What follows belongs to an exercise in optimizing a design on an open flow for small area, a short achievable clock period and few clock cycles per item; a production flow would make more cautious choices. In this exercise RTL edits were held to simulation tests only and were not proved equivalent to the original. Power is estimated from default activity; no workload was simulated.

## flow/design.v

```verilog
`timescale 1ns / 1ps
package rdx_pkg;
  localparam int CharW    = 8;
  localparam int DataW    = 32;
  localparam int CfgIdxW  = 2;
  localparam int CfgDataW = 64;
  localparam int NDig     = 14;
  localparam logic [CharW-1:0] CharNul   = 8'h00;
  localparam logic [CharW-1:0] CharMinus = 8'h2D;
  typedef enum logic [1:0] {
    KDigit   = 2'd0,
    KMinus   = 2'd1,
    KInvalid = 2'd2
  } kind_e;
  typedef enum logic [2:0] {
    EIdle,
    EInval,
    ESign,
    EPow,
    EConv,
    EDig
  } eng_state_e;
endpackage
`timescale 1ns / 1ps
module rdx_front (
  input  logic                         clk_i,
  input  logic                         rst_ni,
  input  logic                         cfg_valid_i,
  input  logic [rdx_pkg::CfgIdxW-1:0]  cfg_index_i,
  input  logic [rdx_pkg::CfgDataW-1:0] cfg_data_i,
  input  logic                         scan_en_i,
  input  logic [3:0]                   sel_i,
  output logic [rdx_pkg::CharW-1:0]    char_o,
  output logic [4:0]                   radix_o,
  output logic                         pow2_o,
  output logic [2:0]                   k_o,
  output logic [3:0]                   kmask_o,
  output logic [3:0]                   hp_o,
  output logic                         odd_o,
  output logic                         tern_o,
  output logic                         known_o,
  output logic                         valid_o
);
  logic [63:0] alo_q, ahi_q;
  logic        lo_w_q, hi_w_q;
  logic [4:0]  radix_q;
  logic        pow2_q, odd_q, tern_q;
  logic [2:0]  k_q;
  logic [3:0]  kmask_q, hp_q;
  logic        pow2_d, odd_d, tern_d;
  logic [2:0]  k_d;
  logic [3:0]  kmask_d, hp_d;
  logic [4:0]  pos_q, pos_d;
  logic        fail_q, fail_d;
  logic        wr_lo, wr_hi, wr_rx;
  logic [7:0]  alpha [16];
  logic [3:0]  idx;
  logic [7:0]  c;
  logic        bad, dup;
  logic        cv_q, cv_d;
  logic [3:0]  cidx_q;
  logic [7:0]  c_q;
  logic        rin;
  assign wr_lo = cfg_valid_i && (cfg_index_i == 2'd0);
  assign wr_hi = cfg_valid_i && (cfg_index_i == 2'd1);
  assign wr_rx = cfg_valid_i && (cfg_index_i == 2'd2);
  always_ff @(posedge clk_i) begin
    if (wr_lo) alo_q <= cfg_data_i;
    if (wr_hi) ahi_q <= cfg_data_i;
  end
  always_comb begin
    pow2_d  = 1'b1;
    k_d     = 3'd4;
    kmask_d = 4'hF;
    unique case (cfg_data_i[4:0])
      5'd2:    begin k_d = 3'd1; kmask_d = 4'h1; end
      5'd4:    begin k_d = 3'd2; kmask_d = 4'h3; end
      5'd8:    begin k_d = 3'd3; kmask_d = 4'h7; end
      5'd16:   begin k_d = 3'd4; kmask_d = 4'hF; end
      default: pow2_d = 1'b0;
    endcase
    tern_d = (cfg_data_i[4:0] == 5'd3);
    hp_d   = tern_d ? 4'd4 : cfg_data_i[4:1];
    odd_d  = cfg_data_i[0];
  end
  always_ff @(posedge clk_i) begin
    if (wr_rx) begin
      pow2_q  <= pow2_d;
      k_q     <= k_d;
      kmask_q <= kmask_d;
      hp_q    <= hp_d;
      odd_q   <= odd_d;
      tern_q  <= tern_d;
    end
  end
  always_ff @(posedge clk_i or negedge rst_ni) begin
    if (!rst_ni) begin
      lo_w_q  <= 1'b0;
      hi_w_q  <= 1'b0;
      radix_q <= '0;
      pos_q   <= '0;
      fail_q  <= 1'b0;
      cv_q    <= 1'b0;
    end else begin
      if (wr_lo) lo_w_q <= 1'b1;
      if (wr_hi) hi_w_q <= 1'b1;
      if (wr_rx) radix_q <= cfg_data_i[4:0];
      pos_q  <= pos_d;
      fail_q <= fail_d;
      cv_q   <= cv_d;
    end
  end
  always_comb begin
    for (int i = 0; i < 8; i++) begin
      alpha[i]     = alo_q[8*i +: 8];
      alpha[8 + i] = ahi_q[8*i +: 8];
    end
  end
  logic [3:0] nidx;
  logic       fetch;
  assign nidx  = cv_q ? (cidx_q + 4'd1) : pos_q[3:0];
  assign fetch = scan_en_i && !fail_q && !pos_q[4] && !(cv_q && cidx_q == 4'd15);
  assign idx    = scan_en_i ? nidx : sel_i;
  assign c      = alpha[idx];
  assign char_o = c;
  always_comb begin
    bad = (c_q == 8'h00) || (c_q == 8'h20) || (c_q == 8'h2B) || (c_q == 8'h2D) ||
          (c_q >= 8'd9 && c_q <= 8'd13) || (cidx_q[3] ? !hi_w_q : !lo_w_q);
    dup = 1'b0;
    for (int j = 0; j < 15; j++) begin
      if (4'(j) < cidx_q && alpha[j] == c_q) dup = 1'b1;
    end
  end
  always_comb begin
    pos_d  = pos_q;
    fail_d = fail_q;
    cv_d   = 1'b0;
    if (cv_q && !fail_q) begin
      if (bad || dup) fail_d = 1'b1;
      else            pos_d  = {1'b0, cidx_q} + 5'd1;
    end
    if (fetch && !fail_d) cv_d = 1'b1;
    if (wr_hi) begin
      if (pos_d >= 5'd8) begin
        pos_d  = 5'd8;
        fail_d = 1'b0;
      end
      cv_d = 1'b0;
    end
    if (wr_lo) begin
      pos_d  = 5'd0;
      fail_d = 1'b0;
      cv_d   = 1'b0;
    end
  end
  always_ff @(posedge clk_i) begin
    if (fetch) begin
      c_q    <= c;
      cidx_q <= nidx;
    end
  end
  assign rin     = (radix_q >= 5'd2) && (radix_q <= 5'd16);
  assign valid_o = rin && (pos_q >= radix_q);
  assign known_o = !rin || fail_q || (pos_q >= radix_q);
  assign radix_o = radix_q;
  assign pow2_o  = pow2_q;
  assign k_o     = k_q;
  assign kmask_o = kmask_q;
  assign hp_o    = hp_q;
  assign odd_o   = odd_q;
  assign tern_o  = tern_q;
endmodule
`timescale 1ns / 1ps
module rdx_queue (
  input  logic                      clk_i,
  input  logic                      rst_ni,
  input  logic                      in_valid_i,
  output logic                      in_ready_o,
  input  logic [rdx_pkg::DataW-1:0] in_value_i,
  output logic                      out_valid_o,
  input  logic                      out_take_i,
  output logic [rdx_pkg::DataW-1:0] out_mag_o,
  output logic                      out_neg_o
);
  logic                      full_q, ok_q, neg_q;
  logic [rdx_pkg::DataW-1:0] val_q;
  logic                      accept;
  assign in_ready_o  = !full_q;
  assign accept      = in_valid_i && !full_q;
  assign out_valid_o = full_q && ok_q;
  assign out_mag_o   = val_q;
  assign out_neg_o   = neg_q;
  always_ff @(posedge clk_i or negedge rst_ni) begin
    if (!rst_ni) begin
      full_q <= 1'b0;
      ok_q   <= 1'b0;
    end else begin
      if (accept) begin
        full_q <= 1'b1;
        ok_q   <= !in_value_i[rdx_pkg::DataW-1];
      end else begin
        if (out_take_i) full_q <= 1'b0;
        if (full_q)     ok_q   <= 1'b1;
      end
    end
  end
  always_ff @(posedge clk_i) begin
    if (accept) begin
      val_q <= in_value_i;
      neg_q <= in_value_i[rdx_pkg::DataW-1];
    end else if (full_q && !ok_q) begin
      val_q <= rdx_pkg::DataW'(0) - val_q;
    end
  end
endmodule
`timescale 1ns / 1ps
module rdx_back (
  input  logic                      clk_i,
  input  logic                      rst_ni,
  input  logic                      pow2_i,
  input  logic [2:0]                k_i,
  input  logic [3:0]                kmask_i,
  input  logic [3:0]                hp_i,
  input  logic                      odd_i,
  input  logic                      tern_i,
  input  logic                      known_i,
  input  logic                      cfg_ok_i,
  input  logic                      q_valid_i,
  output logic                      q_take_o,
  input  logic [rdx_pkg::DataW-1:0] q_mag_i,
  input  logic                      q_neg_i,
  output logic                      scan_en_o,
  output logic [3:0]                sel_o,
  input  logic [rdx_pkg::CharW-1:0] char_i,
  output logic                      out_valid_o,
  input  logic                      out_ready_i,
  output logic [rdx_pkg::CharW-1:0] out_char_o,
  output logic                      out_last_o,
  output logic                      out_inval_o
);
  localparam int N = rdx_pkg::NDig;
  rdx_pkg::eng_state_e st_q, st_d;
  logic [31:0] mag_q;
  logic        neg_q, first_q;
  logic [4:0]  base_q;
  logic [4:0]  rem_q;
  logic        bit_q;
  logic [3:0]  dig_q [N];
  logic [N-1:0] act_q;
  logic        lo_ph_q, top_q;
  logic        e_v_q;
  logic [1:0]  e_kind_q;
  logic [3:0]  e_dig_q;
  logic        e_last_q;
  logic        o_v_q, s_v_q;
  logic [9:0]  o_d_q, s_d_q;
  logic       pow2, odd, tern;
  logic [2:0] k;
  logic [3:0] kmask, hp;
  assign pow2  = pow2_i;
  assign k     = k_i;
  assign kmask = kmask_i;
  assign hp    = hp_i;
  assign odd   = odd_i;
  assign tern  = tern_i;
  logic [4:0] msb;
  logic       nz;
  logic [4:0] base0;
  always_comb begin
    logic [15:0] v1;
    logic [0:0]  i1 [16];
    logic [7:0]  v2;
    logic [1:0]  i2 [8];
    logic [3:0]  v3;
    logic [2:0]  i3 [4];
    logic [1:0]  v4;
    logic [3:0]  i4 [2];
    for (int j = 0; j < 16; j++) begin
      v1[j] = q_mag_i[2*j+1] | q_mag_i[2*j];
      i1[j] = q_mag_i[2*j+1];
    end
    for (int j = 0; j < 8; j++) begin
      v2[j] = v1[2*j+1] | v1[2*j];
      i2[j] = v1[2*j+1] ? {1'b1, i1[2*j+1]} : {1'b0, i1[2*j]};
    end
    for (int j = 0; j < 4; j++) begin
      v3[j] = v2[2*j+1] | v2[2*j];
      i3[j] = v2[2*j+1] ? {1'b1, i2[2*j+1]} : {1'b0, i2[2*j]};
    end
    for (int j = 0; j < 2; j++) begin
      v4[j] = v3[2*j+1] | v3[2*j];
      i4[j] = v3[2*j+1] ? {1'b1, i3[2*j+1]} : {1'b0, i3[2*j]};
    end
    nz  = v4[1] | v4[0];
    msb = v4[1] ? {1'b1, i4[1]} : {1'b0, i4[0]};
  end
  always_comb begin
    unique case (k)
      3'd1:    base0 = msb;
      3'd2:    base0 = {msb[4:1], 1'b0};
      3'd3: begin
        unique case (msb)
          5'd0, 5'd1, 5'd2:    base0 = 5'd0;
          5'd3, 5'd4, 5'd5:    base0 = 5'd3;
          5'd6, 5'd7, 5'd8:    base0 = 5'd6;
          5'd9, 5'd10, 5'd11:  base0 = 5'd9;
          5'd12, 5'd13, 5'd14: base0 = 5'd12;
          5'd15, 5'd16, 5'd17: base0 = 5'd15;
          5'd18, 5'd19, 5'd20: base0 = 5'd18;
          5'd21, 5'd22, 5'd23: base0 = 5'd21;
          5'd24, 5'd25, 5'd26: base0 = 5'd24;
          5'd27, 5'd28, 5'd29: base0 = 5'd27;
          default:             base0 = 5'd30;
        endcase
      end
      default: base0 = {msb[4:2], 2'b00};
    endcase
  end
  logic [36:0] ext;
  logic [4:0]  win;
  assign ext = {4'b0, mag_q, 1'b0};
  assign win = 5'(ext >> base_q);
  logic [N:0]   g, p, c;
  logic [3:0]   dig_n [N];
  logic [N-1:0] act_n;
  function automatic logic [3:0] sub4(input logic [3:0] a, input logic [3:0] b,
                                      input logic bin);
    logic bw;
    bw = bin;
    for (int j = 0; j < 4; j++) begin
      sub4[j] = a[j] ^ b[j] ^ bw;
      bw      = (!a[j] && b[j]) || (!a[j] && bw) || (b[j] && bw);
    end
  endfunction
  function automatic logic gt4(input logic [3:0] a, input logic [3:0] b);
    gt4 = (a[3] && !b[3]) ||
          (a[3] == b[3] && ((a[2] && !b[2]) ||
          (a[2] == b[2] && ((a[1] && !b[1]) ||
          (a[1] == b[1] && a[0] && !b[0])))));
  endfunction
  always_comb begin
    g[0] = bit_q;
    p[0] = 1'b0;
    for (int i = 0; i < N; i++) begin
      logic eq;
      eq     = (dig_q[i] == hp);
      g[i+1] = gt4(dig_q[i], hp) || (!odd && eq);
      p[i+1] = odd && eq;
    end
  end
  logic [N:0] gl [6];
  logic [N:0] pl [6];
  always_comb begin
    gl[0] = g;
    pl[0] = p;
    for (int l = 0; l < 5; l++) begin
      for (int i = 0; i <= N; i++) begin
        if (i >= (1 << l)) begin
          gl[l+1][i] = gl[l][i] | (pl[l][i] & gl[l][i - (1 << l)]);
          pl[l+1][i] = pl[l][i] & pl[l][i - (1 << l)];
        end else begin
          gl[l+1][i] = gl[l][i];
          pl[l+1][i] = pl[l][i];
        end
      end
    end
    c = gl[5];
  end
  always_comb begin
    for (int i = 0; i < N; i++) begin
      logic       co;
      logic [3:0] x0, x1;
      co = c[i+1];
      x0 = sub4(dig_q[i], hp, 1'b0);
      x1 = sub4(dig_q[i], hp, 1'b1);
      dig_n[i][0]   = c[i] ^ (co & odd);
      dig_n[i][3:1] = co ? ((odd && !c[i]) ? x1[2:0] : x0[2:0]) : dig_q[i][2:0];
    end
    act_n = act_q | c[N-1:0];
    act_n[0] = 1'b1;
  end
  logic [3:0] topdig;
  always_comb begin
    topdig = '0;
    for (int i = 0; i < N; i++) begin
      if (act_q[i] && (i == N - 1 || !act_q[(i + 1) % N])) topdig = topdig | dig_q[i];
    end
  end
  logic [1:0] t_hi, t_lo;
  logic       emit_hi;
  always_comb begin
    t_hi = (topdig >= 4'd6) ? 2'd2 : (topdig >= 4'd3) ? 2'd1 : 2'd0;
    t_lo = 2'(topdig - 4'(t_hi) * 4'd3);
  end
  assign emit_hi = tern && !lo_ph_q && !(top_q && t_hi == 2'd0);
  logic       adv;
  logic       it_v, it_last, fin;
  logic [1:0] it_kind;
  logic [3:0] it_dig;
  logic       xfer;
  assign adv = !e_v_q || !s_v_q;
  always_comb begin
    it_v    = 1'b0;
    it_kind = rdx_pkg::KDigit;
    it_dig  = '0;
    it_last = 1'b0;
    fin     = 1'b0;
    st_d    = st_q;
    unique case (st_q)
      rdx_pkg::EIdle: fin = 1'b1;
      rdx_pkg::EInval: begin
        it_v    = 1'b1;
        it_kind = rdx_pkg::KInvalid;
        it_last = 1'b1;
        fin     = 1'b1;
      end
      rdx_pkg::ESign: begin
        it_v    = 1'b1;
        it_kind = rdx_pkg::KMinus;
        st_d    = rdx_pkg::EPow;
      end
      rdx_pkg::EPow: begin
        it_v    = 1'b1;
        it_dig  = win[4:1] & kmask;
        it_last = (base_q == 5'd0);
        fin     = it_last;
      end
      rdx_pkg::EConv: begin
        it_v    = first_q && neg_q;
        it_kind = rdx_pkg::KMinus;
        if (rem_q == 5'd0) st_d = rdx_pkg::EDig;
      end
      rdx_pkg::EDig: begin
        it_v    = 1'b1;
        it_dig  = !tern ? topdig : emit_hi ? {2'b0, t_hi} : {2'b0, t_lo};
        it_last = !act_q[1] && !emit_hi;
        fin     = it_last;
      end
      default: fin = 1'b1;
    endcase
    if (fin) st_d = rdx_pkg::EIdle;
    xfer = fin && q_valid_i && known_i;
    if (xfer) begin
      if (!cfg_ok_i)    st_d = rdx_pkg::EInval;
      else if (pow2)    st_d = q_neg_i ? rdx_pkg::ESign : rdx_pkg::EPow;
      else              st_d = rdx_pkg::EConv;
    end
  end
  assign q_take_o = adv && xfer;
  always_ff @(posedge clk_i or negedge rst_ni) begin
    if (!rst_ni) begin
      st_q  <= rdx_pkg::EIdle;
      e_v_q <= 1'b0;
    end else if (adv) begin
      st_q  <= st_d;
      e_v_q <= it_v;
    end
  end
  always_ff @(posedge clk_i) begin
    if (adv) begin
      e_kind_q <= it_kind;
      e_dig_q  <= it_dig;
      e_last_q <= it_last;
      if (xfer) begin
        mag_q   <= q_mag_i;
        neg_q   <= q_neg_i;
        first_q <= 1'b1;
        base_q  <= pow2 ? base0 : msb;
        rem_q   <= msb;
        bit_q   <= nz;
        act_q   <= {{(N-1){1'b0}}, 1'b1};
        lo_ph_q <= 1'b0;
        top_q   <= 1'b1;
        for (int i = 0; i < N; i++) dig_q[i] <= '0;
      end else begin
        unique case (st_q)
          rdx_pkg::EPow: base_q <= base_q - 5'(k);
          rdx_pkg::EConv: begin
            first_q <= 1'b0;
            base_q  <= base_q - 5'd1;
            rem_q   <= rem_q - 5'd1;
            bit_q   <= win[0];
            act_q   <= act_n;
            for (int i = 0; i < N; i++) dig_q[i] <= dig_n[i];
          end
          rdx_pkg::EDig: begin
            top_q   <= 1'b0;
            lo_ph_q <= emit_hi;
            if (!emit_hi) act_q <= act_q >> 1;
          end
          default: ;
        endcase
      end
    end
  end
  logic [9:0] up_d;
  logic       push;
  assign sel_o     = e_dig_q;
  assign scan_en_o = !(e_v_q && e_kind_q == rdx_pkg::KDigit);
  always_comb begin
    unique case (e_kind_q)
      rdx_pkg::KDigit: up_d = {char_i, e_last_q, 1'b0};
      rdx_pkg::KMinus: up_d = {rdx_pkg::CharMinus, 1'b0, 1'b0};
      default:         up_d = {rdx_pkg::CharNul, 1'b1, 1'b1};
    endcase
  end
  assign push = e_v_q && !s_v_q;
  always_ff @(posedge clk_i or negedge rst_ni) begin
    if (!rst_ni) begin
      o_v_q <= 1'b0;
      s_v_q <= 1'b0;
    end else begin
      if (!o_v_q || out_ready_i) begin
        if (s_v_q)     begin o_v_q <= 1'b1; s_v_q <= 1'b0; end
        else if (push) o_v_q <= 1'b1;
        else           o_v_q <= 1'b0;
      end else if (push) begin
        s_v_q <= 1'b1;
      end
    end
  end
  always_ff @(posedge clk_i) begin
    if (!o_v_q || out_ready_i) begin
      if (s_v_q)     o_d_q <= s_d_q;
      else if (push) o_d_q <= up_d;
    end else if (push) begin
      s_d_q <= up_d;
    end
  end
  assign out_valid_o = o_v_q;
  assign out_char_o  = o_d_q[9:2];
  assign out_last_o  = o_d_q[1];
  assign out_inval_o = o_d_q[0];
endmodule
`timescale 1ns / 1ps
module radix_digit_emitter_unit (
  input  logic                         clk_i,
  input  logic                         rst_ni,
  input  logic                         cfg_valid_i,
  output logic                         cfg_ready_o,
  input  logic [rdx_pkg::CfgIdxW-1:0]  cfg_index_i,
  input  logic [rdx_pkg::CfgDataW-1:0] cfg_data_i,
  input  logic                         s_axis_tvalid,
  output logic                         s_axis_tready,
  input  logic [31:0]                  s_axis_tdata,    
  output logic                         m_axis_tvalid,
  input  logic                         m_axis_tready,
  output logic [7:0]                   m_axis_tdata,    
  output logic                         m_axis_tlast,
  output logic                         m_axis_tuser     
);
  logic        pow2, odd, tern;
  logic [2:0]  k;
  logic [3:0]  kmask, hp;
  logic        known, cfg_ok;
  logic        scan_en;
  logic [3:0]  sel;
  logic [7:0]  char;
  logic        q_valid, q_take, q_neg;
  logic [31:0] q_mag;
  assign cfg_ready_o = 1'b1;
  rdx_front u_front (
    .clk_i       (clk_i),
    .rst_ni      (rst_ni),
    .cfg_valid_i (cfg_valid_i),
    .cfg_index_i (cfg_index_i),
    .cfg_data_i  (cfg_data_i),
    .scan_en_i   (scan_en),
    .sel_i       (sel),
    .char_o      (char),
    .radix_o     (),
    .pow2_o      (pow2),
    .k_o         (k),
    .kmask_o     (kmask),
    .hp_o        (hp),
    .odd_o       (odd),
    .tern_o      (tern),
    .known_o     (known),
    .valid_o     (cfg_ok)
  );
  rdx_queue u_queue (
    .clk_i       (clk_i),
    .rst_ni      (rst_ni),
    .in_valid_i  (s_axis_tvalid),
    .in_ready_o  (s_axis_tready),
    .in_value_i  (s_axis_tdata),
    .out_valid_o (q_valid),
    .out_take_i  (q_take),
    .out_mag_o   (q_mag),
    .out_neg_o   (q_neg)
  );
  rdx_back u_back (
    .clk_i       (clk_i),
    .rst_ni      (rst_ni),
    .pow2_i      (pow2),
    .k_i         (k),
    .kmask_i     (kmask),
    .hp_i        (hp),
    .odd_i       (odd),
    .tern_i      (tern),
    .known_i     (known),
    .cfg_ok_i    (cfg_ok),
    .q_valid_i   (q_valid),
    .q_take_o    (q_take),
    .q_mag_i     (q_mag),
    .q_neg_i     (q_neg),
    .scan_en_o   (scan_en),
    .sel_o       (sel),
    .char_i      (char),
    .out_valid_o (m_axis_tvalid),
    .out_ready_i (m_axis_tready),
    .out_char_o  (m_axis_tdata),
    .out_last_o  (m_axis_tlast),
    .out_inval_o (m_axis_tuser)
  );
endmodule
```

## flow/flow/run.sh

```bash
#!/bin/bash
# Layout: the standard flow, unchanged, with a tighter target for the
# resizer's setup repair. With SETUP_SLACK_MARGIN=8 repair_timing keeps
# working until the paths have 8 ns of slack at the design's 12 ns clock,
# i.e. until they fit in about 4 ns. The clock, constraints and every other
# step are the standard ones; the layout is signed off at 12 ns as usual.
cp standard.sh standard.sh.log 2>/dev/null
export SETUP_SLACK_MARGIN=8
bash standard.sh > standard.log 2>&1
```

## flow/standard.sh

```bash
#!/bin/bash
# synth_recipe.tcl (not shown) runs the flow's synth.tcl, then flattens the netlist and writes it again
# the make line also repeats each setting of config.mk as NAME=value (left out here)
make -C /OpenROAD-flow-scripts/flow DESIGN_CONFIG=/design/flow/config.mk WORK_HOME=/design/flow/orfs CLKGATE_MAP_FILE= SYNTH_SCRIPT=/design/flow/synth_recipe.tcl "${@:-finish}"
```

## flow/config.mk

```make
export PLATFORM = sky130hd
export DESIGN_NAME = radix_digit_emitter_unit
export DESIGN_NICKNAME = radix_digit_emitter_unit
export VERILOG_FILES = /design/flow/design.v
export SDC_FILE = /design/flow/constraint.sdc
export NUM_CORES = 4
export LEC_CHECK = 0
export CAP_MARGIN = 20
export CORE_MARGIN = 2
export CORE_UTILIZATION = 40
export SLEW_MARGIN = 20
```

## flow/constraint.sdc

```tcl
create_clock -name core_clock -period 12.0 [get_ports {clk_i}]
set_input_delay 2.4000 -clock core_clock [delete_from_list [all_inputs] [get_ports {clk_i}]]
set_output_delay 2.4000 -clock core_clock [all_outputs]
set_load 0.01 [all_outputs]
```

==> metrics.md, run 1 <==
| Metric | Value |
|---|---|
| Outcome | `complete, no violations` |
| Via density | `between 5 and 6` |
| Peak Freq | `~260 MHz` |
| Later-pin clock latency in the skew report | `0.58 ns` |
| Layout area overhead | `17.66%` |
| Wire length per cell | `about 23 um` |
| Seq/Total Area, Yosys | `0.4857` |
| Starting density of the core | `0.4062` |
| Synthesis-stage register bit count | `351` |
| Core Area | `roughly 53,000 sq um` |
| Gp weighted congestion | `0.9286` |
| Global-route usage over all layers | `0.2251` |
| VDD IR-drop max | `about 0.17 mV` |
| Max FO, Critical Path | `15` |
| Final setup vio count | `0` |
| H-tree depth | `2` |
| Post-Synth Adder-Cell Area | `0.05804` |
| Tcrit/Tclk final | `0.3257` |
| Xor and xnor area share after synthesis | `0.08239` |
| Cell variety after synth | `89` |
| Simple-gate area share of the yosys netlist | `0.1404` |
| Wirelength, routed | `around 65,000 um` |
| WP data required | `between 10 and 15 ns` |
| Post-synthesis compound-gate area fraction | `0.1458` |
| Synthesized area per cell | `10.57 sq um` |
| Slew at the pin closest to its max-slew limit | `1.057 ns` |
| Mux cell area share after synthesis | `0.05075` |
| Startpoint Class | `register` |
| Fillers | `4,832` |
| Post-route DRC | `0` |
| Worst EP arrival | `4.23 ns` |
| Setup repair after global routing missed its margin | `true` |
| Crit-path slowest cell | `edfxtp_1` |
| Post-route minimum period | `roughly 3.9 ns` |
| Num rows | `84` |
| Crit Path Category | `reg2reg` |
| Met3 routed wirelength | `around 4500 um` |
| Top-level port count | `approximately 120` |
| Chip height | `about 240 um` |
| Max-Slew Margin vs Limit | `0.2768` |
| # hold bufs at CTS | `0` |
| Port Buffers | `between 100 and 150` |
| Final Max Slew Viols | `0` |
| WL met1 | `about 27,000 um` |
| Initial antenna violation count | `1` |
| Antenna viol nets, final | `0` |
| Antenna diode count | `0` |
| Cells after DPL | `2,751` |
| Total clock sinks | `roughly 350` |
| Largest net degree at the start of global routing | `72` |
| Max cap viols | `0` |
| TritonCTS buffer count | `42` |
| Share of layout cells above drive strength 1 | `0.1080` |
| Max stage delay on crit path | `0.40 ns` |
| Clock tree buffer depth | `3` |
| Synth warnings | `12` |
| Syn Nets | `about 2.2k` |
| Post-synth EDFFs | `329` |
| Sum of negative setup slack | `0 ns` |
| Pwr Total | `roughly 7.4 mW` |
| Pwr Density | `a little under 300 nW/um^2` |
| CP endpoint kind | `register` |
| Vias in the first global route | `around 16k` |
| Non-filler cells, final | `between 2k and 3k` |
| DIE WIDTH | `between 200 and 250 um` |
| Reg clk slew, reported paths | `0.07 ns` |
| Final #Nets | `about 2.4k` |
| Ys async rst share | `0.06268` |
| Post-DP HPWL | `44,540 um` |
| Total gr overflow | `0` |
| P_leak | `around 9.2 nW` |
| Met2 WL post-DR | `about 31,000 um` |
| Cell area after synthesis | `between 20,000 and 25,000 sq um` |
| Crit-path cells | `buf_12 -> clkinvlp_4 -> buf_4 -> ha_4 -> and4_4 -> a211o_1 -> o211a_1 -> a311o_2 -> a21o_4 -> o211ai_2 -> o21ai_1 -> a311o_1 -> xnor2_1 -> o21a_1` |
| Routed via count | `between 15k and 20k` |
| Clock tree from TritonCTS | `done` |
| HP Class | `reg2reg` |
| Die area | `between 50,000 and 60,000 sq um` |
| DR iter-0 viols | `approximately 1.8k` |
| First-pass GRT wire length | `97,710 um` |
| DR pass1 iterations | `9` |
| Final Hold Fails | `0` |
| Largest family of logic cells by synthesized area | `compound AO/OA/AOI/OAI gates` |
| Clock Skew | `about 0.032 ns` |
| Syn Inst Count | `between 2k and 2.5k` |
| Uppermost layer routed | `met5` |
| Root Driver | `clkbuf_16` |
| Synth Flop Type | `edfxtp_1` |
[final timing paths]
check	slack (ns)	depth (start not counted)	startpoint	endpoint
worst max-delay path	8.09	14	u_front.hp_q[0]	u_back.dig_q[13][3]
worst min-delay path	0.47	1	u_front.lo_w_q	u_front.lo_w_q
worst max register to register	8.09	14	u_front.hp_q[0]	u_back.dig_q[13][3]
worst min register to register	0.47	1	u_front.lo_w_q	u_front.lo_w_q
max in group asynchronous	9.51	2	rst_ni	u_front.radix_q[1]
min in group asynchronous	2.20	2	rst_ni	u_back.st_q[2]
[repair_timing]
| item | CTS | global route |
|---|---|---|
| cloned | 1 | 3 |
| buffers inserted | 14 | 27 |
| setup endpoints to repair | 128 | 171 |
| pin swaps | 2 | 8 |
| gates resized for setup | 26 | 22 |
[cell type report]
cell class	instances	area (sq um)	area share
well taps	688	860.8	0.03407
multi-input cells	1482	10490	0.4151
inverters	92	364.1	0.01441
clock inverters	18	190.2	0.007528
repair buffers	183	1787	0.07072
clock buffers	59	1146	0.04536
flip-flops and latches	351	10430	0.4128
[power by group]
group	switching (mW)	internal, mW	total (mW)	leakage [nW]
Combinational	2.21	1.49	3.70	5.21
Clock	0.524	0.736	1.26	0.644
Sequential	0.480	1.98	2.46	3.35
[placed cells by master (no fill, tap or decap), types with 9 or more instances in the layout]
| cell | count |
|---|---|
| a211oi_1 | 20 |
| a21o_1 | 12 |
| a21oi_1 | 157 |
| a221oi_1 | 15 |
| a22oi_1 | 25 |
| a31oi_1 | 17 |
| and2_1 | 14 |
| and3_1 | 19 |
| buf_4 | 60 |
| clkbuf_1 | 15 |
| clkbuf_16 | 46 |
| clkdlybuf4s50_1 | 113 |
| dfrtp_1 | 22 |
| edfxtp_1 | 329 |
| ha_1 | 97 |
| inv_1 | 84 |
| mux2_2 | 25 |
| mux2i_1 | 36 |
| mux4_2 | 19 |
| nand2_1 | 127 |
| nand2b_1 | 15 |
| nand3_1 | 45 |
| nand3b_1 | 21 |
| nand4_1 | 30 |
| nor2_1 | 198 |
| nor2b_1 | 24 |
| nor3_1 | 53 |
| nor4_1 | 29 |
| o21a_1 | 11 |
| o21ai_0 | 70 |
| o22ai_1 | 12 |
| o31ai_1 | 13 |
| or3_1 | 9 |
| xnor2_1 | 110 |
| xor2_1 | 92 |
[worst max-delay path: cells and delay by family (launching register included)]
| kind | cells | cell delay, ns |
|---|---|---|
| buf+inv | 3 | 0.45 |
| fa+ha+maj | 1 | 0.25 |
| compound gates | 8 | 2.24 |
| xor+xnor | 1 | 0.13 |
| flops | 1 | 0.40 |
| simple gates | 1 | 0.15 |
[kinds of logic after synthesis]
group	after synthesis
xor gates and xnor gates	202
AOI/OAI and AO/OA	474
other	1
buffers and inverters	199
adders and majority gates	99
muxes	82
DFF	351
and+or+nand+nor	623
[cells in the mapped netlist, types with 21 or more instances]
cell type / count / area, sq um
a211oi_1: 22 / 165.2
a21oi_1: 160 / 800.8
a22oi_1: 25 / 187.7
buf_2: 25 / 125.1
clkbuf_1: 67 / 251.5
dfrtp_1: 22 / 550.5
edfxtp_1: 329 / 9879
ha_1: 98 / 1226
inv_1: 89 / 334.1
mux2_2: 25 / 281.5
mux2i_1: 38 / 380.4
nand2_1: 128 / 480.5
nand3_1: 46 / 230.2
nand3b_1: 21 / 157.7
nand4_1: 30 / 187.7
nor2_1: 203 / 762.0
nor2b_1: 24 / 150.1
nor3_1: 53 / 265.3
nor4_1: 30 / 187.7
o21ai_0: 72 / 360.4
xnor2_1: 110 / 963.4
xor2_1: 92 / 805.8
[metrics by stage]
stage | hold WS [ns] | utilization | cell area (sq um) | worst slack, ns
4_1_cts | 0.4739 | 0.4703 | 24870 | 8.015
3_5_place_dp | 0.4613 | 0.4409 | 23310 | 7.057
6_report | 0.4656 | 0.4779 | 25260 | 8.091
3_3_place_gp | 0.4550 | 0.4409 | 23310 | 7.136
5_1_grt | 0.4931 | 0.4779 | 25260 | 7.940
2_1_floorplan | 0.4207 | - | 21560 | 7.999
[state kept, by name, summed over array words and instances, names as in the netlist, 2 cells and up]
register,flops
u_queue.val_q,32
u_back.dig_q,56
u_front.ahi_q,64
u_front.k_q,2
u_front.kmask_q,3
u_front.hp_q,4
u_front.cidx_q,4
u_back.o_d_q,10
u_back.st_q,3
u_back.act_q,14
u_front.radix_q,5
u_front.c_q,8
u_back.e_dig_q,4
u_back.e_kind_q,2
u_front.pos_q,5
u_back.base_q,5
u_front.alo_q,64
u_back.rem_q,5
u_back.s_d_q,10
u_back.mag_q,32
[routing by layer]
layer / GRT usage / up-vias
li1: - / 7836
met1: 0.2967 / 8268
met2: 0.3697 / 791
met3: 0.03295 / 158
met4: 0.09728 / 2
met5: 0 / -
Testbench counts, summed over its fixed seeds: cycles 47,482, items 2,304.
==> inputs of run 2 (changes only) <==
--- a/flow/design.v
+++ b/flow/design.v
@@ -18,7 +18,12 @@
     ESign,
     EPow,
-    EConv,
     EDig
-  } eng_state_e;
+  } emit_state_e;
+  typedef enum logic [1:0] {
+    CIdle,
+    CInit,
+    CConv,
+    CDone
+  } conv_state_e;
 endpackage
 `timescale 1ns / 1ps
@@ -62,10 +67,27 @@
   logic [7:0]  c_q;
   logic        rin;
-  assign wr_lo = cfg_valid_i && (cfg_index_i == 2'd0);
-  assign wr_hi = cfg_valid_i && (cfg_index_i == 2'd1);
-  assign wr_rx = cfg_valid_i && (cfg_index_i == 2'd2);
+  logic        cv_in_q;
+  logic [1:0]  ci_in_q;
+  logic [63:0] cd_in_q;
+  logic        rx_new_q;
+  always_ff @(posedge clk_i or negedge rst_ni) begin
+    if (!rst_ni) begin
+      cv_in_q  <= 1'b0;
+      rx_new_q <= 1'b0;
+    end else begin
+      cv_in_q  <= cfg_valid_i;
+      rx_new_q <= wr_rx;
+    end
+  end
   always_ff @(posedge clk_i) begin
-    if (wr_lo) alo_q <= cfg_data_i;
-    if (wr_hi) ahi_q <= cfg_data_i;
+    ci_in_q <= cfg_index_i;
+    cd_in_q <= cfg_data_i;
+  end
+  assign wr_lo = cv_in_q && (ci_in_q == 2'd0);
+  assign wr_hi = cv_in_q && (ci_in_q == 2'd1);
+  assign wr_rx = cv_in_q && (ci_in_q == 2'd2);
+  always_ff @(posedge clk_i) begin
+    if (wr_lo) alo_q <= cd_in_q;
+    if (wr_hi) ahi_q <= cd_in_q;
   end
   always_comb begin
@@ -73,5 +95,5 @@
     k_d     = 3'd4;
     kmask_d = 4'hF;
-    unique case (cfg_data_i[4:0])
+    unique case (radix_q)
       5'd2:    begin k_d = 3'd1; kmask_d = 4'h1; end
       5'd4:    begin k_d = 3'd2; kmask_d = 4'h3; end
@@ -80,17 +102,15 @@
       default: pow2_d = 1'b0;
     endcase
-    tern_d = (cfg_data_i[4:0] == 5'd3);
-    hp_d   = tern_d ? 4'd4 : cfg_data_i[4:1];
-    odd_d  = cfg_data_i[0];
+    tern_d = (radix_q == 5'd3);
+    hp_d   = tern_d ? 4'd4 : radix_q[4:1];
+    odd_d  = radix_q[0];
   end
   always_ff @(posedge clk_i) begin
-    if (wr_rx) begin
-      pow2_q  <= pow2_d;
-      k_q     <= k_d;
-      kmask_q <= kmask_d;
-      hp_q    <= hp_d;
-      odd_q   <= odd_d;
-      tern_q  <= tern_d;
-    end
+    pow2_q  <= pow2_d;
+    k_q     <= k_d;
+    kmask_q <= kmask_d;
+    hp_q    <= hp_d;
+    odd_q   <= odd_d;
+    tern_q  <= tern_d;
   end
   always_ff @(posedge clk_i or negedge rst_ni) begin
@@ -105,5 +125,5 @@
       if (wr_lo) lo_w_q <= 1'b1;
       if (wr_hi) hi_w_q <= 1'b1;
-      if (wr_rx) radix_q <= cfg_data_i[4:0];
+      if (wr_rx) radix_q <= cd_in_q[4:0];
       pos_q  <= pos_d;
       fail_q <= fail_d;
@@ -162,5 +182,5 @@
   assign rin     = (radix_q >= 5'd2) && (radix_q <= 5'd16);
   assign valid_o = rin && (pos_q >= radix_q);
-  assign known_o = !rin || fail_q || (pos_q >= radix_q);
+  assign known_o = !rx_new_q && (!rin || fail_q || (pos_q >= radix_q));
   assign radix_o = radix_q;
   assign pow2_o  = pow2_q;
@@ -206,8 +226,8 @@
   end
   always_ff @(posedge clk_i) begin
-    if (accept) begin
+    if (!full_q) begin
       val_q <= in_value_i;
       neg_q <= in_value_i[rdx_pkg::DataW-1];
-    end else if (full_q && !ok_q) begin
+    end else if (!ok_q) begin
       val_q <= rdx_pkg::DataW'(0) - val_q;
     end
@@ -240,13 +260,15 @@
 );
   localparam int N = rdx_pkg::NDig;
-  rdx_pkg::eng_state_e st_q, st_d;
-  logic [31:0] mag_q;
-  logic        neg_q, first_q;
-  logic [4:0]  base_q;
-  logic [4:0]  rem_q;
-  logic        bit_q;
-  logic [3:0]  dig_q [N];
-  logic [N-1:0] act_q;
-  logic        lo_ph_q, top_q;
+  rdx_pkg::emit_state_e est_q, est_d;
+  rdx_pkg::conv_state_e cst_q, cst_d;
+  logic [31:0]  mag_q;
+  logic         neg_q;
+  logic [4:0]   base_q;
+  logic         bit_q;
+  logic [3:0]   dig_q  [N];
+  logic [3:0]   edig_q [N];
+  logic [N-1:0] eact_q;
+  logic         eneg_q;
+  logic         lo_ph_q, top_q;
   logic        e_v_q;
   logic [1:0]  e_kind_q;
@@ -296,24 +318,28 @@
   end
   always_comb begin
-    unique case (k)
-      3'd1:    base0 = msb;
-      3'd2:    base0 = {msb[4:1], 1'b0};
-      3'd3: begin
-        unique case (msb)
-          5'd0, 5'd1, 5'd2:    base0 = 5'd0;
-          5'd3, 5'd4, 5'd5:    base0 = 5'd3;
-          5'd6, 5'd7, 5'd8:    base0 = 5'd6;
-          5'd9, 5'd10, 5'd11:  base0 = 5'd9;
-          5'd12, 5'd13, 5'd14: base0 = 5'd12;
-          5'd15, 5'd16, 5'd17: base0 = 5'd15;
-          5'd18, 5'd19, 5'd20: base0 = 5'd18;
-          5'd21, 5'd22, 5'd23: base0 = 5'd21;
-          5'd24, 5'd25, 5'd26: base0 = 5'd24;
-          5'd27, 5'd28, 5'd29: base0 = 5'd27;
-          default:             base0 = 5'd30;
-        endcase
-      end
-      default: base0 = {msb[4:2], 2'b00};
-    endcase
+    if (!pow2) begin
+      base0 = (msb >= 5'd3) ? (msb - 5'd3) : 5'd0;
+    end else begin
+      unique case (k)
+        3'd1:    base0 = msb;
+        3'd2:    base0 = {msb[4:1], 1'b0};
+        3'd3: begin
+          unique case (msb)
+            5'd0, 5'd1, 5'd2:    base0 = 5'd0;
+            5'd3, 5'd4, 5'd5:    base0 = 5'd3;
+            5'd6, 5'd7, 5'd8:    base0 = 5'd6;
+            5'd9, 5'd10, 5'd11:  base0 = 5'd9;
+            5'd12, 5'd13, 5'd14: base0 = 5'd12;
+            5'd15, 5'd16, 5'd17: base0 = 5'd15;
+            5'd18, 5'd19, 5'd20: base0 = 5'd18;
+            5'd21, 5'd22, 5'd23: base0 = 5'd21;
+            5'd24, 5'd25, 5'd26: base0 = 5'd24;
+            5'd27, 5'd28, 5'd29: base0 = 5'd27;
+            default:             base0 = 5'd30;
+          endcase
+        end
+        default: base0 = {msb[4:2], 2'b00};
+      endcase
+    end
   end
   logic [36:0] ext;
@@ -321,7 +347,28 @@
   assign ext = {4'b0, mag_q, 1'b0};
   assign win = 5'(ext >> base_q);
-  logic [N:0]   g, p, c;
-  logic [3:0]   dig_n [N];
-  logic [N-1:0] act_n;
+  logic [4:0] rh;
+  logic [1:0] i_d1;
+  logic [3:0] i_d0;
+  assign rh = {hp, odd};
+  always_comb begin
+    logic [5:0] x, r1, r2, r3;
+    x  = {2'b0, win[4:1]};
+    r1 = {1'b0, rh};
+    r2 = {rh, 1'b0};
+    r3 = {1'b0, rh} + {rh, 1'b0};
+    if (x >= r3) begin
+      i_d1 = 2'd3;
+      i_d0 = 4'(x - r3);
+    end else if (x >= r2) begin
+      i_d1 = 2'd2;
+      i_d0 = 4'(x - r2);
+    end else if (x >= r1) begin
+      i_d1 = 2'd1;
+      i_d0 = 4'(x - r1);
+    end else begin
+      i_d1 = 2'd0;
+      i_d0 = x[3:0];
+    end
+  end
   function automatic logic [3:0] sub4(input logic [3:0] a, input logic [3:0] b,
                                       input logic bin);
@@ -339,4 +386,7 @@
           (a[1] == b[1] && a[0] && !b[0])))));
   endfunction
+  logic [N:0]   g, p, c;
+  logic [3:0]   dig_n [N];
+  logic [N-1:0] act_h;
   always_comb begin
     g[0] = bit_q;
@@ -349,10 +399,10 @@
     end
   end
-  logic [N:0] gl [6];
-  logic [N:0] pl [6];
+  logic [N:0] gl [5];
+  logic [N:0] pl [5];
   always_comb begin
     gl[0] = g;
     pl[0] = p;
-    for (int l = 0; l < 5; l++) begin
+    for (int l = 0; l < 4; l++) begin
       for (int i = 0; i <= N; i++) begin
         if (i >= (1 << l)) begin
@@ -365,5 +415,5 @@
       end
     end
-    c = gl[5];
+    c = gl[4];
   end
   always_comb begin
@@ -377,12 +427,29 @@
       dig_n[i][3:1] = co ? ((odd && !c[i]) ? x1[2:0] : x0[2:0]) : dig_q[i][2:0];
     end
-    act_n = act_q | c[N-1:0];
-    act_n[0] = 1'b1;
   end
+  always_comb begin
+    logic [N-1:0] nzc;
+    for (int i = 0; i < N; i++) nzc[i] = |dig_q[i];
+    act_h[N-1] = nzc[N-1];
+    for (int i = N - 2; i >= 0; i--) act_h[i] = act_h[i+1] | nzc[i];
+    act_h[0] = 1'b1;
+  end
+  logic xfer, handoff, efree;
+  always_comb begin
+    cst_d = cst_q;
+    unique case (cst_q)
+      rdx_pkg::CInit: cst_d = (base_q == 5'd0) ? rdx_pkg::CDone : rdx_pkg::CConv;
+      rdx_pkg::CConv: if (base_q == 5'd0) cst_d = rdx_pkg::CDone;
+      rdx_pkg::CDone: if (efree) cst_d = rdx_pkg::CIdle;
+      default: ;
+    endcase
+    if (xfer && !pow2 && cfg_ok_i) cst_d = rdx_pkg::CInit;
+  end
+  assign handoff = (cst_q == rdx_pkg::CDone) && efree;
   logic [3:0] topdig;
   always_comb begin
     topdig = '0;
     for (int i = 0; i < N; i++) begin
-      if (act_q[i] && (i == N - 1 || !act_q[(i + 1) % N])) topdig = topdig | dig_q[i];
+      if (eact_q[i] && (i == N - 1 || !eact_q[(i + 1) % N])) topdig = topdig | edig_q[i];
     end
   end
@@ -394,9 +461,8 @@
   end
   assign emit_hi = tern && !lo_ph_q && !(top_q && t_hi == 2'd0);
-  logic       adv;
+  logic       adv, eneg_n;
   logic       it_v, it_last, fin;
   logic [1:0] it_kind;
   logic [3:0] it_dig;
-  logic       xfer;
   assign adv = !e_v_q || !s_v_q;
   always_comb begin
@@ -406,6 +472,6 @@
     it_last = 1'b0;
     fin     = 1'b0;
-    st_d    = st_q;
-    unique case (st_q)
+    est_d   = est_q;
+    unique case (est_q)
       rdx_pkg::EIdle: fin = 1'b1;
       rdx_pkg::EInval: begin
@@ -418,5 +484,5 @@
         it_v    = 1'b1;
         it_kind = rdx_pkg::KMinus;
-        st_d    = rdx_pkg::EPow;
+        est_d   = pow2 ? rdx_pkg::EPow : rdx_pkg::EDig;
       end
       rdx_pkg::EPow: begin
@@ -426,33 +492,38 @@
         fin     = it_last;
       end
-      rdx_pkg::EConv: begin
-        it_v    = first_q && neg_q;
-        it_kind = rdx_pkg::KMinus;
-        if (rem_q == 5'd0) st_d = rdx_pkg::EDig;
-      end
       rdx_pkg::EDig: begin
         it_v    = 1'b1;
         it_dig  = !tern ? topdig : emit_hi ? {2'b0, t_hi} : {2'b0, t_lo};
-        it_last = !act_q[1] && !emit_hi;
+        it_last = !eact_q[1] && !emit_hi;
         fin     = it_last;
       end
       default: fin = 1'b1;
     endcase
-    if (fin) st_d = rdx_pkg::EIdle;
-    xfer = fin && q_valid_i && known_i;
-    if (xfer) begin
-      if (!cfg_ok_i)    st_d = rdx_pkg::EInval;
-      else if (pow2)    st_d = q_neg_i ? rdx_pkg::ESign : rdx_pkg::EPow;
-      else              st_d = rdx_pkg::EConv;
-    end
-  end
-  assign q_take_o = adv && xfer;
+    if (fin) est_d = rdx_pkg::EIdle;
+    xfer = 1'b0;
+    if (q_valid_i && known_i) begin
+      if (!cfg_ok_i || pow2) xfer = fin && adv;
+      else                   xfer = (cst_q == rdx_pkg::CIdle) || handoff;
+    end
+    if (xfer && (!cfg_ok_i || pow2)) begin
+      if (!cfg_ok_i) est_d = rdx_pkg::EInval;
+      else           est_d = q_neg_i ? rdx_pkg::ESign : rdx_pkg::EPow;
+    end
+    if (handoff) est_d = eneg_n ? rdx_pkg::ESign : rdx_pkg::EDig;
+  end
+  assign eneg_n = neg_q;
+  assign efree  = fin && adv;
+  assign q_take_o = xfer;
   always_ff @(posedge clk_i or negedge rst_ni) begin
     if (!rst_ni) begin
-      st_q  <= rdx_pkg::EIdle;
+      est_q <= rdx_pkg::EIdle;
+      cst_q <= rdx_pkg::CIdle;
       e_v_q <= 1'b0;
-    end else if (adv) begin
-      st_q  <= st_d;
-      e_v_q <= it_v;
+    end else begin
+      cst_q <= cst_d;
+      if (adv) begin
+        est_q <= est_d;
+        e_v_q <= it_v;
+      end
     end
   end
@@ -462,36 +533,41 @@
       e_dig_q  <= it_dig;
       e_last_q <= it_last;
-      if (xfer) begin
-        mag_q   <= q_mag_i;
-        neg_q   <= q_neg_i;
-        first_q <= 1'b1;
-        base_q  <= pow2 ? base0 : msb;
-        rem_q   <= msb;
-        bit_q   <= nz;
-        act_q   <= {{(N-1){1'b0}}, 1'b1};
+      if (handoff) begin
+        for (int i = 0; i < N; i++) edig_q[i] <= dig_q[i];
+        eact_q  <= act_h;
+        eneg_q  <= neg_q;
         lo_ph_q <= 1'b0;
         top_q   <= 1'b1;
-        for (int i = 0; i < N; i++) dig_q[i] <= '0;
-      end else begin
-        unique case (st_q)
-          rdx_pkg::EPow: base_q <= base_q - 5'(k);
-          rdx_pkg::EConv: begin
-            first_q <= 1'b0;
-            base_q  <= base_q - 5'd1;
-            rem_q   <= rem_q - 5'd1;
-            bit_q   <= win[0];
-            act_q   <= act_n;
-            for (int i = 0; i < N; i++) dig_q[i] <= dig_n[i];
-          end
-          rdx_pkg::EDig: begin
-            top_q   <= 1'b0;
-            lo_ph_q <= emit_hi;
-            if (!emit_hi) act_q <= act_q >> 1;
-          end
-          default: ;
-        endcase
+      end else if (est_q == rdx_pkg::EDig) begin
+        top_q   <= 1'b0;
+        lo_ph_q <= emit_hi;
+        if (!emit_hi) eact_q <= eact_q >> 1;
       end
     end
   end
+  always_ff @(posedge clk_i) begin
+    if (xfer) begin
+      mag_q  <= q_mag_i;
+      neg_q  <= q_neg_i;
+      base_q <= base0;
+    end else if (est_q == rdx_pkg::EPow && adv) begin
+      base_q <= base_q - 5'(k);
+    end else if (cst_q == rdx_pkg::CInit || cst_q == rdx_pkg::CConv) begin
+      base_q <= base_q - 5'd1;
+    end
+    unique case (cst_q)
+      rdx_pkg::CInit: begin
+        bit_q <= win[0];
+        for (int i = 0; i < N; i++) dig_q[i] <= '0;
+        dig_q[0] <= i_d0;
+        dig_q[1] <= {2'b0, i_d1};
+      end
+      rdx_pkg::CConv: begin
+        bit_q <= win[0];
+        for (int i = 0; i < N; i++) dig_q[i] <= dig_n[i];
+      end
+      default: ;
+    endcase
+  end
   logic [9:0] up_d;
   logic       push;
@@ -521,10 +597,6 @@
   end
   always_ff @(posedge clk_i) begin
-    if (!o_v_q || out_ready_i) begin
-      if (s_v_q)     o_d_q <= s_d_q;
-      else if (push) o_d_q <= up_d;
-    end else if (push) begin
-      s_d_q <= up_d;
-    end
+    if (!o_v_q || out_ready_i) o_d_q <= s_v_q ? s_d_q : up_d;
+    if (!s_v_q)                s_d_q <= up_d;
   end
   assign out_valid_o = o_v_q;
==> flow/flow/run.sh (replaced) <==
#!/bin/bash
# Layout: the standard flow, unchanged, with a tighter target for the
# resizer's setup repair. With SETUP_SLACK_MARGIN=8.5 repair_timing keeps
# working until the paths have 8.5 ns of slack at the design's 12 ns clock,
# i.e. until they fit in about 3.5 ns. The clock, constraints and every other
# step are the standard ones; the layout is signed off at 12 ns as usual.
cp standard.sh standard.sh.log 2>/dev/null
export SETUP_SLACK_MARGIN=8.5
bash standard.sh > standard.log 2>&1
==> metrics.md, run 2 <==
| Metric | Value |
|---|---|
| R2R Setup Slk | `8.36 ns (was 8.09 ns)` |
| Startpoint Class | `register (unchanged)` |
| Post-DP Area | `27,370 sq um (was 23,310 sq um)` |
| Post-route DRC | `0 (unchanged)` |
| Synthesized area per cell | `11.34 sq um (was 10.57 sq um)` |
| Syn Nets | `2,446 (was 2,233)` |
| Root Driver | `clkbuf_16 (unchanged)` |
| Reg clk slew, reported paths | `0.06 ns (was 0.07 ns)` |
| Total clock sinks | `471 (was 351)` |
| Wirelength, routed | `77,050 um (was 65,110 um)` |
| HP Class | `reg2reg (unchanged)` |
| Via density | `5.818 (was 5.936)` |
| Gp weighted congestion | `0.9518 (was 0.9286)` |
| Fillers | `5,496 (was 4,832)` |
| Later-pin clock latency in the skew report | `0.60 ns (was 0.58 ns)` |
| Setup repair after global routing missed its margin | `true (unchanged)` |
| Port Buffers | `114 (unchanged)` |
| Post-synth EDFFs | `357 (was 329)` |
| Max FO, Critical Path | `2 (was 15)` |
| Cell variety after synth | `89 (unchanged)` |
| Top-level port count | `116 (unchanged)` |
| WP data required | `9.60 ns (was 12.32 ns)` |
| Peak Freq | `268.2 MHz (was 255.8 MHz)` |
| Biggest regs | `u_front.ahi_q x64, u_front.alo_q x64, u_front.cd_in_q x64 (was u_front.ahi_q x64, u_front.alo_q x64, u_back.dig_q x56)` |
| Slew at the pin closest to its max-slew limit | `0.9170 ns (was 1.057 ns)` |
| H-tree depth | `2 (unchanged)` |
| Largest area contributor in the netlist | `edfxtp_1 (unchanged)` |
| Max stage delay on crit path | `0.42 ns (was 0.40 ns)` |
| Global-route usage over all layers | `0.2323 (was 0.2251)` |
| Cell area after synthesis | `25,180 sq um (was 21,470 sq um)` |
| Post-synth top cells | `357 x edfxtp_1, 163 x nand2_1, 155 x nor2_1 (was 329 x edfxtp_1, 203 x nor2_1, 160 x a21oi_1)` |
| Seq/Total Area, Yosys | `0.5215 (was 0.4857)` |
| Crit-path slowest cell | `dfrtp_2 (was edfxtp_1)` |
| Most frequent cells in the layout | `357 x edfxtp_1, 160 x nand2_1, 146 x nor2_1, 130 x xnor2_1, 115 x buf_4 (was 329 x edfxtp_1, 198 x nor2_1, 157 x a21oi_1, 127 x nand2_1, 113 x clkdlybuf4s50_1)` |
| Clock tree buffer depth | `3 (unchanged)` |
| HP Start | `u_front.cd_in_q[39] (was u_front.lo_w_q)` |
| Synth warnings | `13 (was 12)` |
| Wire length per cell | `23.08 um (was 22.66 um)` |
| Core Area | `61,940 sq um (was 52,870 sq um)` |
| Final setup vio count | `0 (unchanged)` |
| Worst Hold End | `u_front.alo_q[39] (was u_front.lo_w_q)` |
| Hold Path Depth | `0 (was 1)` |
| Outcome | `complete, no violations (unchanged)` |
| Sum of negative setup slack | `0 ns (unchanged)` |
| Initial antenna violation count | `0 (was 1)` |
| Largest net degree at the start of global routing | `67 (was 72)` |
| Synth Flop Type | `edfxtp_1 (unchanged)` |
| Final #Nets | `2,682 (was 2,354)` |
| Synth area leaders | `edfxtp_1 43%, dfxtp_1 7.0%, ha_1 5.8% (was edfxtp_1 46%, ha_1 5.7%, xnor2_1 4.5%)` |
| Top-area cell type share of the netlist area | `0.4257 (was 0.4601)` |
| Worst EP arrival | `1.33 ns (was 4.23 ns)` |
| Share of layout cells above drive strength 1 | `0.1972 (was 0.1080)` |
| P_leak | `11.52 nW (was 9.199 nW)` |
| Post-route minimum period | `3.729 ns (was 3.909 ns)` |
| Post-route cell area | `31,370 sq um (was 25,260 sq um)` |
| Max cap viols | `0 (unchanged)` |
| DR iter-0 viols | `1,757 (was 1,796)` |
| Final Hold Fails | `0 (unchanged)` |
| Tcrit/Tclk final | `0.3108 (was 0.3257)` |
| Pwr Density | `324.7 nW/um^2 (was 293.5 nW/um^2)` |
| CP endpoint kind | `output pin (was register)` |
| DIE WIDTH | `254.9 um (was 235.7 um)` |
| Total gr overflow | `0 (unchanged)` |
| Crit Path Category | `reg2out (was reg2reg)` |
| VDD IR-drop max | `0.1590 mV (was 0.1655 mV)` |
| Clock tree from TritonCTS | `done (unchanged)` |
| Ys async rst share | `0.05520 (was 0.06268)` |
| R2r worst-path depth | `15 (was 14)` |
| Most numerous cell in the Yosys netlist | `edfxtp_1 (unchanged)` |
| First-pass GRT wire length | `115,500 um (was 97,710 um)` |
| TritonCTS buffer count | `52 (was 42)` |
| Syn Inst Count | `2,221 (was 2,031)` |
| Clock Skew | `0.02596 ns (was 0.03172 ns)` |
| R2R Path End | `u_back.dig_q[0][0] (was u_back.dig_q[13][3])` |
| RR Startpoint | `u_back.base_q[0] (was u_front.hp_q[0])` |
| Vias in the first global route | `18.98k (was 16.37k)` |
| Die area | `64,980 sq um (was 55,550 sq um)` |
| Synthesis-stage register bit count | `471 (was 351)` |
| Max-Slew Margin vs Limit | `0.3887 (was 0.2768)` |
| Num rows | `91 (was 84)` |
| Antenna viol nets, final | `0 (unchanged)` |
| Chip height | `254.9 um (was 235.7 um)` |
| Crit-path cells | `buf_12 -> clkinvlp_4 -> buf_6 (was buf_12 -> clkinvlp_4 -> buf_4 -> ha_4 -> and4_4 -> a211o_1 -> o211a_1 -> a311o_2 -> a21o_4 -> o211ai_2 -> o21ai_1 -> a311o_1 -> xnor2_1 -> o21a_1)` |
| Layout area overhead | `24.58% (was 17.66%)` |
| Most common cell after layout, fill and taps aside | `edfxtp_1 (unchanged)` |
| Post-DP HPWL | `51,640 um (was 44,540 um)` |
| Final Max Slew Viols | `0 (unchanged)` |
| Routed via count | `19.42k (was 17.06k)` |
| DR pass1 iterations | `8 (was 9)` |
| Starting density of the core | `0.4066 (was 0.4062)` |
| # hold bufs at CTS | `0 (unchanged)` |
run 2: cell types whose count changed after synthesis, moves of 14 or more:
| cell | before | now |
|---|---|---|
| nand3b_1 | 21 | 5 |
| edfxtp_1 | 329 | 357 |
| dfxtp_1 | 0 | 88 |
| o21ai_0 | 72 | 92 |
| xnor2_1 | 110 | 132 |
| xor2_1 | 92 | 74 |
| a21oi_1 | 160 | 106 |
| mux2_2 | 25 | 46 |
| nand2_1 | 128 | 163 |
| clkbuf_1 | 67 | 42 |
| a22o_1 | 5 | 19 |
| nor2_1 | 203 | 155 |
| ha_1 | 98 | 117 |
| inv_1 | 89 | 106 |
run 2: cell families after synthesis:
group / share of synthesized area
AOI/OAI and AO/OA: 0.1319
xor gates and xnor gates: 0.07165
adders and majority gates: 0.06211
buffers and inverters: 0.03105
DFF: 0.5215
muxes: 0.05947
other: 0.0001489
and+or+nand+nor: 0.1222
run 2: critical path, delay by kind of cell (launching register included):
| kind | cells | cell delay (ns) |
|---|---|---|
| flops | 1 | 0.42 |
| buf+inv | 3 | 0.30 |
run 2: area by class of cell:
class / instances / area [sq um] / share of cell area
diodes: 1 / 2.502 / 0.00007976
clock buffers: 68 / 1444 / 0.04602
clock inverters: 29 / 319.1 / 0.01017
inverters: 117 / 520.5 / 0.01659
multi-input cells: 1555 / 12330 / 0.3930
flip-flops and latches: 471 / 13150 / 0.4192
well taps: 837 / 1047 / 0.03338
repair buffers: 259 / 2550 / 0.08128
repair inverters: 1 / 8.758 / 0.0002792
run 2: routing by layer:
metal,up-vias,track usage,part of all wire
met5,-,0,0
met4,0,0.06984,0.029
met3,158,0.03326,0.068
met2,799,0.3818,0.47
met1,9635,0.3184,0.43
li1,8830,-,-
run 2: worst max-delay path by stage:
stage                     startpoint                  to  slack, ns  depth (start not counted)
global route          u_queue.full_q       s_axis_tready       8.22                          3
detailed placement  u_back.base_q[1]  u_back.dig_q[0][2]       7.31                         15
finish                u_queue.full_q       s_axis_tready       8.27                          3
CTS                   u_queue.full_q       s_axis_tready       8.25                          3
global placement    u_back.base_q[1]  u_back.dig_q[0][0]       7.40                         14
floorplan            u_front.hp_q[1]  u_back.dig_q[9][3]       8.43                         12
run 2: where the power goes:
| part | leakage [nW] | total (mW) | switching [mW] | internal [mW] |
|---|---|---|---|---|
| registers | 4.47 | 3.11 | 0.549 | 2.57 |
| clock network | 0.854 | 1.65 | 0.684 | 0.963 |
| logic | 6.19 | 5.43 | 3.06 | 2.37 |
| total | 11.5 | 10.2 | 4.29 | 5.90 |
run 2: through the flow:
| stage | setup WS (ns) | power [mW] | instances | hold WS (ns) | utilization |
|---|---|---|---|---|---|
| after floorplan | 8.434 | 6.070 | 2221 | 0.4037 | - |
| after global placement | 7.404 | 7.343 | 3131 | 0.4139 | 0.4416 |
| after detailed placement | 7.313 | 7.438 | 3132 | 0.4121 | 0.4419 |
| after CTS | 8.246 | 9.638 | 3288 | 0.4252 | 0.4899 |
| after global routing | 8.222 | 10.76 | 3337 | 0.4398 | 0.5065 |
| final | 8.271 | 10.19 | 3338 | 0.4280 | 0.5065 |
run 2: what timing repair did:
item	in CTS	in global routing
resized for setup	184	114
buffers inserted	51	45
cloned	8	4
pin swaps	18	52
endpoints found under the setup margin	234	111
Testbench counts of run 2, summed over its fixed seeds: cycles 38,627, items 2,304.

-- separate check: timing with driven ports --
The results above use ideal ports. As a check the final layouts listed here were re-extracted and re-timed, cells and wires unchanged. Step 1: set_driving_cell puts a clkbuf_16 on clk_i and a buf_2 on each other input, an assumption about the parent block. Step 2 moves the port delays by t, midway between the first and last clock arrival at a register: inputs arrive t later, outputs are due t later. That takes back most of the time a late clock gives input paths. a / b / c = ideal ports / drivers / drivers and shift; a / b = the first two.
run	t, ns	setup slack, ns	worst register clock-pin slew, ns	worst data-port slew with drivers (ns)	cell pins on the clock port's net
run 1	0.623	8.091 / 8.091 / 7.597	0.07 / 0.07	0.10	1
run 2	0.653	8.271 / 8.209 / 8.211	0.07 / 0.07	0.05	1
After both steps every run listed still meets setup and hold. For run 1, which loses most, drivers alone change the setup slack by 0.000 ns; drivers and shift together by -0.494 ns.
